Background: an optimization exercise with open tools, aiming at small area, a short achievable clock period and few clock cycles per item. Do not read the settings as production practice. At most, simulation tests tie the RTL to the original design; equivalence was not proved.

Design decimal_text_to_int_parser, start of the top module:
module decimal_text_to_int_parser (
	input  wire logic  clk,
	input  wire logic  arst_n,
	input  wire logic  cfg_we,
	input  wire logic  cfg_wdata,
	input  wire logic        in_valid,
	output logic             in_ready,
	input  wire logic [7:0]  in_char,
	input  wire logic        in_last,
	output logic             out_valid,
	input  wire logic        out_ready,
	output logic [31:0]      out_value
);
Size: ~1000 cells after synthesis, roughly 49 I/O pins.
==> flow/config.mk <==
export PLATFORM = sky130hd
export DESIGN_NAME = decimal_text_to_int_parser
export DESIGN_NICKNAME = decimal_text_to_int_parser
export VERILOG_FILES = /design/flow/design.v
export SDC_FILE = /design/flow/constraint.sdc
export NUM_CORES = 4
export LEC_CHECK = 0
export CAP_MARGIN = 20
export CORE_MARGIN = 2
export CORE_UTILIZATION = 40
export SLEW_MARGIN = 20
==> flow/constraint.sdc <==
create_clock -name core_clock -period 10.0 [get_ports {clk}]
set_input_delay 2.0000 -clock core_clock [delete_from_list [all_inputs] [get_ports {clk}]]
set_output_delay 2.0000 -clock core_clock [all_outputs]
set_load 0.01 [all_outputs]
run.sh (not shown) runs the stock make flow with config.mk's settings and CLKGATE_MAP_FILE= SYNTH_SCRIPT=/design/flow/synth_recipe.tcl, a recipe that flattens the netlist after the stock synthesis.
==> next run, changes <==
- SETUP_SLACK_MARGIN: unset -> 5
After rerunning:
- first-iteration DRC count fell by a little under a tenth
- hold slack degrades by 0.0081 ns
- synthesized area does not change
- via count rose by a few percent
- count of clock-buffer cells in the layout came out lower by 1
- cell area is higher by roughly a tenth
- fmax is higher by a quarter to a third
- die area is unchanged
No functional check of the RTL was part of any run of this note.

decimal_text_to_int_parser, a different RTL version from the one above (not shown whole).
Size in the first run: ~920 cells after synthesis, ~67 flip-flops, roughly 49 I/O pins, about 0.0077 sq mm of cells after synthesis.
==> flow/config.mk <==
export PLATFORM = sky130hd
export DESIGN_NAME = decimal_text_to_int_parser
export DESIGN_NICKNAME = decimal_text_to_int_parser
export VERILOG_FILES = /design/flow/design.v
export SDC_FILE = /design/flow/constraint.sdc
export NUM_CORES = 4
export LEC_CHECK = 0
export CAP_MARGIN = 20
export CORE_MARGIN = 2
export CORE_UTILIZATION = 40
export CTS_BUF_LIST = sky130_fd_sc_hd__clkbuf_2 sky130_fd_sc_hd__clkbuf_4 sky130_fd_sc_hd__clkbuf_8
export SLEW_MARGIN = 20
==> flow/constraint.sdc <==
create_clock -name core_clock -period 10.0 [get_ports {clk}]
set_input_delay 2.0000 -clock core_clock [delete_from_list [all_inputs] [get_ports {clk}]]
set_output_delay 2.0000 -clock core_clock [all_outputs]
set_load 0.01 [all_outputs]
standard.sh (not shown) runs the stock make flow with config.mk's settings and CLKGATE_MAP_FILE= SYNTH_SCRIPT=/design/flow/synth_recipe.tcl, a recipe that flattens the netlist after the stock synthesis.
==> flow/flow/run.sh <==
#!/bin/bash
set -euo pipefail
MARGIN=$(cat flow/margin.txt)
export BUFFER_PORTS_ARGS="-buffer_cell sky130_fd_sc_hd__buf_1"
sed "s/\"\\\${@:-finish}\"/SETUP_SLACK_MARGIN=${MARGIN} \"\${@:-finish}\"/" standard.sh > standard_margin.sh
grep -q "SETUP_SLACK_MARGIN=${MARGIN}" standard_margin.sh
bash standard_margin.sh > flow_make.log 2>&1
==> flow/flow/margin.txt <==
5.6
Testbench counts at the start, summed over its fixed seeds: cycles 15,027, strings 2,400.
Change:
==> flow/run.sh (new file) <==
#!/bin/bash
# synth_recipe.tcl (not shown) runs the flow's synth.tcl, then flattens the netlist and writes it again
# the make line also repeats each setting of config.mk as NAME=value (left out here)
make -C /OpenROAD-flow-scripts/flow DESIGN_CONFIG=/design/flow/config.mk WORK_HOME=/design/flow/orfs CLKGATE_MAP_FILE= SYNTH_SCRIPT=/design/flow/synth_recipe.tcl finish
- CORE_UTILIZATION: 40 -> 65
- CTS_BUF_LIST: sky130_fd_sc_hd__clkbuf_2 sky130_fd_sc_hd__clkbuf_4 sky130_fd_sc_hd__clkbuf_8 -> default
- PLACE_DENSITY: default -> 0.8
- SETUP_SLACK_MARGIN: default -> 5
removed: flow/flow/run.sh
removed: flow/flow/margin.txt
removed: flow/standard.sh
- The changed run finished clean
- global-route usage grows by 13 points
- clock skew barely changes
- count of clock-buffer cells in the layout shrinks by 3
- area after synthesis stays the same
- routed wire length shrinks by 0.46%
Change:
==> flow/flow/run.sh (new file) <==
#!/bin/bash
set -euo pipefail
MARGIN=$(cat flow/margin.txt)
export BUFFER_PORTS_ARGS="-buffer_cell sky130_fd_sc_hd__buf_1"
sed "s/\"\\\${@:-finish}\"/SETUP_SLACK_MARGIN=${MARGIN} \"\${@:-finish}\"/" standard.sh > standard_margin.sh
grep -q "SETUP_SLACK_MARGIN=${MARGIN}" standard_margin.sh
bash standard_margin.sh > flow_make.log 2>&1
==> flow/flow/margin.txt (new file) <==
5.45
==> flow/standard.sh (new file) <==
#!/bin/bash
# synth_recipe.tcl (not shown) runs the flow's synth.tcl, then flattens the netlist and writes it again
# the make line also repeats each setting of config.mk as NAME=value (left out here)
make -C /OpenROAD-flow-scripts/flow DESIGN_CONFIG=/design/flow/config.mk WORK_HOME=/design/flow/orfs CLKGATE_MAP_FILE= SYNTH_SCRIPT=/design/flow/synth_recipe.tcl "${@:-finish}"
- CORE_UTILIZATION: 65 -> 40
- CTS_BUF_LIST: default -> sky130_fd_sc_hd__clkbuf_2 sky130_fd_sc_hd__clkbuf_4 sky130_fd_sc_hd__clkbuf_8
- PLACE_DENSITY: 0.8 -> default
- SETUP_SLACK_MARGIN: 5 -> default
removed: flow/run.sh
The changed run passed the timing, DRC and antenna checks.
Non-clock buffer count goes up by 19.
First-iteration DRC count goes down by 35%.
Flip-flop and latch count is unchanged.
Change:
==> flow/run.sh (new file) <==
#!/bin/bash
# synth_recipe.tcl (not shown) runs the flow's synth.tcl, then flattens the netlist and writes it again
# the make line also repeats each setting of config.mk as NAME=value (left out here)
make -C /OpenROAD-flow-scripts/flow DESIGN_CONFIG=/design/flow/config.mk WORK_HOME=/design/flow/orfs CLKGATE_MAP_FILE= SYNTH_SCRIPT=/design/flow/synth_recipe.tcl finish
- CTS_BUF_LIST: sky130_fd_sc_hd__clkbuf_2 sky130_fd_sc_hd__clkbuf_4 sky130_fd_sc_hd__clkbuf_8 -> default
- SETUP_SLACK_MARGIN: default -> 5
removed: flow/flow/run.sh
removed: flow/flow/margin.txt
removed: flow/standard.sh
The changed run completed with no timing, DRC or antenna violations.
Routed wire length goes down by 2.8%.
Clock-buffer cell count goes up by 1.
Final cell count goes down by 1.6%.
Final area goes up by 1.4%.
Hold slack got worse by 0.0098 ns.
Critical path depth goes up by 1.
Change:
==> flow/flow/run.sh (new file) <==
#!/bin/bash
set -euo pipefail
MARGIN=$(cat flow/margin.txt)
export BUFFER_PORTS_ARGS="-buffer_cell sky130_fd_sc_hd__buf_1"
sed "s/\"\\\${@:-finish}\"/SETUP_SLACK_MARGIN=${MARGIN} \"\${@:-finish}\"/" standard.sh > standard_margin.sh
grep -q "SETUP_SLACK_MARGIN=${MARGIN}" standard_margin.sh
bash standard_margin.sh > flow_make.log 2>&1
==> flow/flow/margin.txt (new file) <==
5.3
==> flow/standard.sh (new file) <==
#!/bin/bash
# synth_recipe.tcl (not shown) runs the flow's synth.tcl, then flattens the netlist and writes it again
# the make line also repeats each setting of config.mk as NAME=value (left out here)
make -C /OpenROAD-flow-scripts/flow DESIGN_CONFIG=/design/flow/config.mk WORK_HOME=/design/flow/orfs CLKGATE_MAP_FILE= SYNTH_SCRIPT=/design/flow/synth_recipe.tcl "${@:-finish}"
- CORE_UTILIZATION: 40 -> 30
- CTS_BUF_LIST: default -> sky130_fd_sc_hd__clkbuf_2 sky130_fd_sc_hd__clkbuf_4 sky130_fd_sc_hd__clkbuf_8
- SETUP_SLACK_MARGIN: 5 -> default
removed: flow/run.sh
After rerunning:
- The new run ran to the end with no violations
- via count grows slightly
- count of clock-buffer cells in the layout grows by 2
- synthesized cell count stays the same
- first-iteration DRC count grows slightly
- design area shrinks by a few percent
- cell count grows by a little under a tenth
- synthesized area does not change

Starting RTL as in the previous note.
export LEC_CHECK = 0
export CAP_MARGIN = 20
export CORE_MARGIN = 2
export CORE_UTILIZATION = 40
export SETUP_SLACK_MARGIN = 5
export SLEW_MARGIN = 20
create_clock -name core_clock -period 10.0 [get_ports {clk}]
==> flow/flow/run.sh <==
#!/bin/bash
# Own flow: the standard layout, run by standard.sh unchanged (same synthesis, steps and
# settings from config.mk), except that the port buffers global placement inserts are
# sky130_fd_sc_hd__buf_1 rather than the delay cell buffer_ports picks by itself.
# make's full output goes to flow_make.log here; each ORFS step also logs under orfs/logs.
set -euo pipefail
export BUFFER_PORTS_ARGS="-buffer_cell sky130_fd_sc_hd__buf_1"
bash standard.sh > flow_make.log 2>&1
The starting point went through all stages and came out clean.
Testbench counts at the start, summed over its fixed seeds: cycles 15,027, strings 2,400.
Edit:
==> flow/flow/run.sh (replaced) <==
#!/bin/bash
set -euo pipefail
MARGIN=$(cat flow/margin.txt)
export BUFFER_PORTS_ARGS="-buffer_cell sky130_fd_sc_hd__buf_1"
sed "s/\"\\\${@:-finish}\"/SETUP_SLACK_MARGIN=${MARGIN} \"\${@:-finish}\"/" standard.sh > standard_margin.sh
grep -q "SETUP_SLACK_MARGIN=${MARGIN}" standard_margin.sh
bash standard_margin.sh > flow_make.log 2>&1
==> flow/flow/margin.txt (new file) <==
5.15
CTS_BUF_LIST = sky130_fd_sc_hd__clkbuf_2 sky130_fd_sc_hd__clkbuf_4 sky130_fd_sc_hd__clkbuf_8   (was unset)
SETUP_SLACK_MARGIN = unset   (was 5)
Area after synthesis does not change.
Via count stays flat.

Starting RTL as in the previous note.
// decimal_text_to_int_parser
module decimal_text_to_int_parser (
	input  wire logic  clk,
	input  wire logic  arst_n,
	input  wire logic  cfg_we,
	input  wire logic  cfg_wdata,
	input  wire logic        in_valid,
	output logic             in_ready,
	input  wire logic [7:0]  in_char,
	input  wire logic        in_last,
	output logic             out_valid,
	input  wire logic        out_ready,
	output logic [31:0]      out_value
);
	logic       av_q, bv_q;      
	logic       al_q, bl_q;
	logic [3:0] ac_q, bc_q;
	logic       rdy_q;
	logic [3:0] in_code;
	logic       accept;
	always_comb begin
		if (in_char[7:4] == 4'h3 && in_char[3:0] <= 4'd9)
			in_code = in_char[3:0];
		else if (in_char == 8'h2D)
			in_code = dtip_pkg::C_MINUS;
		else if (in_char == 8'h2B)
			in_code = dtip_pkg::C_PLUS;
		else if (in_char == 8'h45)
			in_code = dtip_pkg::C_E;
		else
			in_code = dtip_pkg::C_OTHER;
	end
	assign in_ready = rdy_q;
	assign accept   = in_valid && rdy_q;
  ...
clock: 10.0 ns
lec_check: 0
cap_margin: 20
core_margin: 2
core_utilization: 40
slew_margin: 20
==> flow/flow/run.sh <==
#!/bin/bash
set -euo pipefail
MARGIN=$(cat flow/margin.txt)
sed "s/\"\\\${@:-finish}\"/SETUP_SLACK_MARGIN=${MARGIN} \"\${@:-finish}\"/" standard.sh > standard_margin.sh
grep -q "SETUP_SLACK_MARGIN=${MARGIN}" standard_margin.sh
bash standard_margin.sh > flow_make.log 2>&1
==> flow/flow/margin.txt <==
6.0
Testbench counts at the start, summed over its fixed seeds: cycles 15,027, strings 2,400.
==> next run, changes <==
==> flow/flow/run.sh (replaced) <==
#!/bin/bash
# Own flow: the standard layout, run by standard.sh unchanged (same synthesis, steps and
# settings from config.mk), except that the port buffers global placement inserts are
# sky130_fd_sc_hd__buf_1 rather than the delay cell buffer_ports picks by itself.
# make's full output goes to flow_make.log here; each ORFS step also logs under orfs/logs.
set -euo pipefail
export BUFFER_PORTS_ARGS="-buffer_cell sky130_fd_sc_hd__buf_1"
bash standard.sh > flow_make.log 2>&1
CTS_BUF_LIST = sky130_fd_sc_hd__clkbuf_2 sky130_fd_sc_hd__clkbuf_4 sky130_fd_sc_hd__clkbuf_8   (was default)
SETUP_SLACK_MARGIN = 4.5   (was default)
removed: flow/flow/margin.txt
Clock skew came out higher by 0.0042 ns.
Count of clock-buffer cells in the layout goes down by 3.
Area after synthesis does not change.
Setup slack is worse by 0.58 ns.
Wire length goes down by about 10%.
Utilization goes down by 9.6 points.
Hold slack got worse by 0.011 ns.
==> next run, changes <==
==> flow/run.sh (new file) <==
#!/bin/bash
# synth_recipe.tcl (not shown) runs the flow's synth.tcl, then flattens the netlist and writes it again
# the make line also repeats each setting of config.mk as NAME=value (left out here)
make -C /OpenROAD-flow-scripts/flow DESIGN_CONFIG=/design/flow/config.mk WORK_HOME=/design/flow/orfs CLKGATE_MAP_FILE= SYNTH_SCRIPT=/design/flow/synth_recipe.tcl finish
CAP_MARGIN = 0   (was 20)
CTS_BUF_LIST = default   (was sky130_fd_sc_hd__clkbuf_2 sky130_fd_sc_hd__clkbuf_4 sky130_fd_sc_hd__clkbuf_8)
SETUP_SLACK_MARGIN = 5   (was 4.5)
SLEW_MARGIN = 0   (was 20)
removed: flow/flow/run.sh
removed: flow/standard.sh
The new run went through all stages and came out clean. First-iteration DRC count came out higher by 10%. Design area came out higher by 6.4%. Maximum frequency came out higher by 8.4%.
==> next run, changes <==
==> flow/flow/run.sh (new file) <==
#!/bin/bash
set -euo pipefail
MARGIN=$(cat flow/margin.txt)
export BUFFER_PORTS_ARGS="-buffer_cell sky130_fd_sc_hd__buf_1"
sed "s/\"\\\${@:-finish}\"/SETUP_SLACK_MARGIN=${MARGIN} \"\${@:-finish}\"/" standard.sh > standard_margin.sh
grep -q "SETUP_SLACK_MARGIN=${MARGIN}" standard_margin.sh
bash standard_margin.sh > flow_make.log 2>&1
==> flow/flow/margin.txt (new file) <==
5.3
==> flow/standard.sh (new file) <==
#!/bin/bash
# synth_recipe.tcl (not shown) runs the flow's synth.tcl, then flattens the netlist and writes it again
# the make line also repeats each setting of config.mk as NAME=value (left out here)
make -C /OpenROAD-flow-scripts/flow DESIGN_CONFIG=/design/flow/config.mk WORK_HOME=/design/flow/orfs CLKGATE_MAP_FILE= SYNTH_SCRIPT=/design/flow/synth_recipe.tcl "${@:-finish}"
CAP_MARGIN = 20   (was 0)
CORE_UTILIZATION = 20   (was 40)
CTS_BUF_LIST = sky130_fd_sc_hd__clkbuf_2 sky130_fd_sc_hd__clkbuf_4 sky130_fd_sc_hd__clkbuf_8   (was default)
SETUP_SLACK_MARGIN = default   (was 5)
SLEW_MARGIN = 20   (was 0)
removed: flow/run.sh
After rerunning: Wire length is higher by 8.6%; count of clock-buffer cells in the layout fell by 1; synthesized cell count is unchanged; non-clock buffer count goes up by 12; die area rises by about 100%.

==> port drivers added, routing unchanged <==
Ports are ideal in the flow. The routed layouts listed here were re-timed in OpenROAD. Step 1 (the two cells are an assumption about what drives the block):
set clk [get_ports {clk}]
set_driving_cell -lib_cell sky130_fd_sc_hd__clkbuf_16 $clk
set_driving_cell -lib_cell sky130_fd_sc_hd__buf_2 [delete_from_list [all_inputs] $clk]
Step 2 moves the port delays by t, midway between the first and last clock arrival at a register: inputs arrive t later, outputs are due t later. That takes back most of the time a late clock gives input paths. Three values: ideal, step 1, step 2; two values: the first two.
run	t, ns	slack for setup (ns)	slew at the worst register clock pin (ns)	worst data-port slew with drivers (ns)	cell pins on the clock port's net
the first run of note 1	0.384	2.242 / 2.242 / 2.242	0.07 / 0.07	0.03	1
the second run of note 1	0.384	4.169 / 4.169 / 4.169	0.07 / 0.07	0.03	1
the first run of note 2	0.392	5.454 / 5.454 / 5.454	0.08 / 0.08	0.03	1
the second run of note 2	0.378	5.106 / 5.106 / 4.872	0.06 / 0.06	0.03	1
the third run of note 2	0.401	5.381 / 5.381 / 5.346	0.09 / 0.09	0.03	1
the fourth run of note 2	0.384	5.224 / 5.224 / 4.887	0.06 / 0.06	0.04	1
the fifth run of note 2	0.405	5.423 / 5.423 / 5.244	0.08 / 0.08	0.03	1
the first run of note 3	0.387	5.293 / 5.293 / 4.954	0.07 / 0.07	0.04	1
the second run of note 3	0.412	5.232 / 5.232 / 5.029	0.09 / 0.09	0.03	1
the first run of note 4	0.374	5.401 / 5.401 / 5.401	0.06 / 0.06	0.03	1
the second run of note 4	0.416	4.820 / 4.820 / 4.820	0.09 / 0.09	0.04	1
the third run of note 4	0.384	5.224 / 5.224 / 4.887	0.06 / 0.06	0.04	1
the fourth run of note 4	0.415	5.420 / 5.419 / 5.038	0.09 / 0.09	0.04	1
After both steps every run listed still meets setup and hold. The setup slack of the fourth run of note 4, which loses most, moves by -0.001 ns with the drivers and by -0.382 ns with both steps.
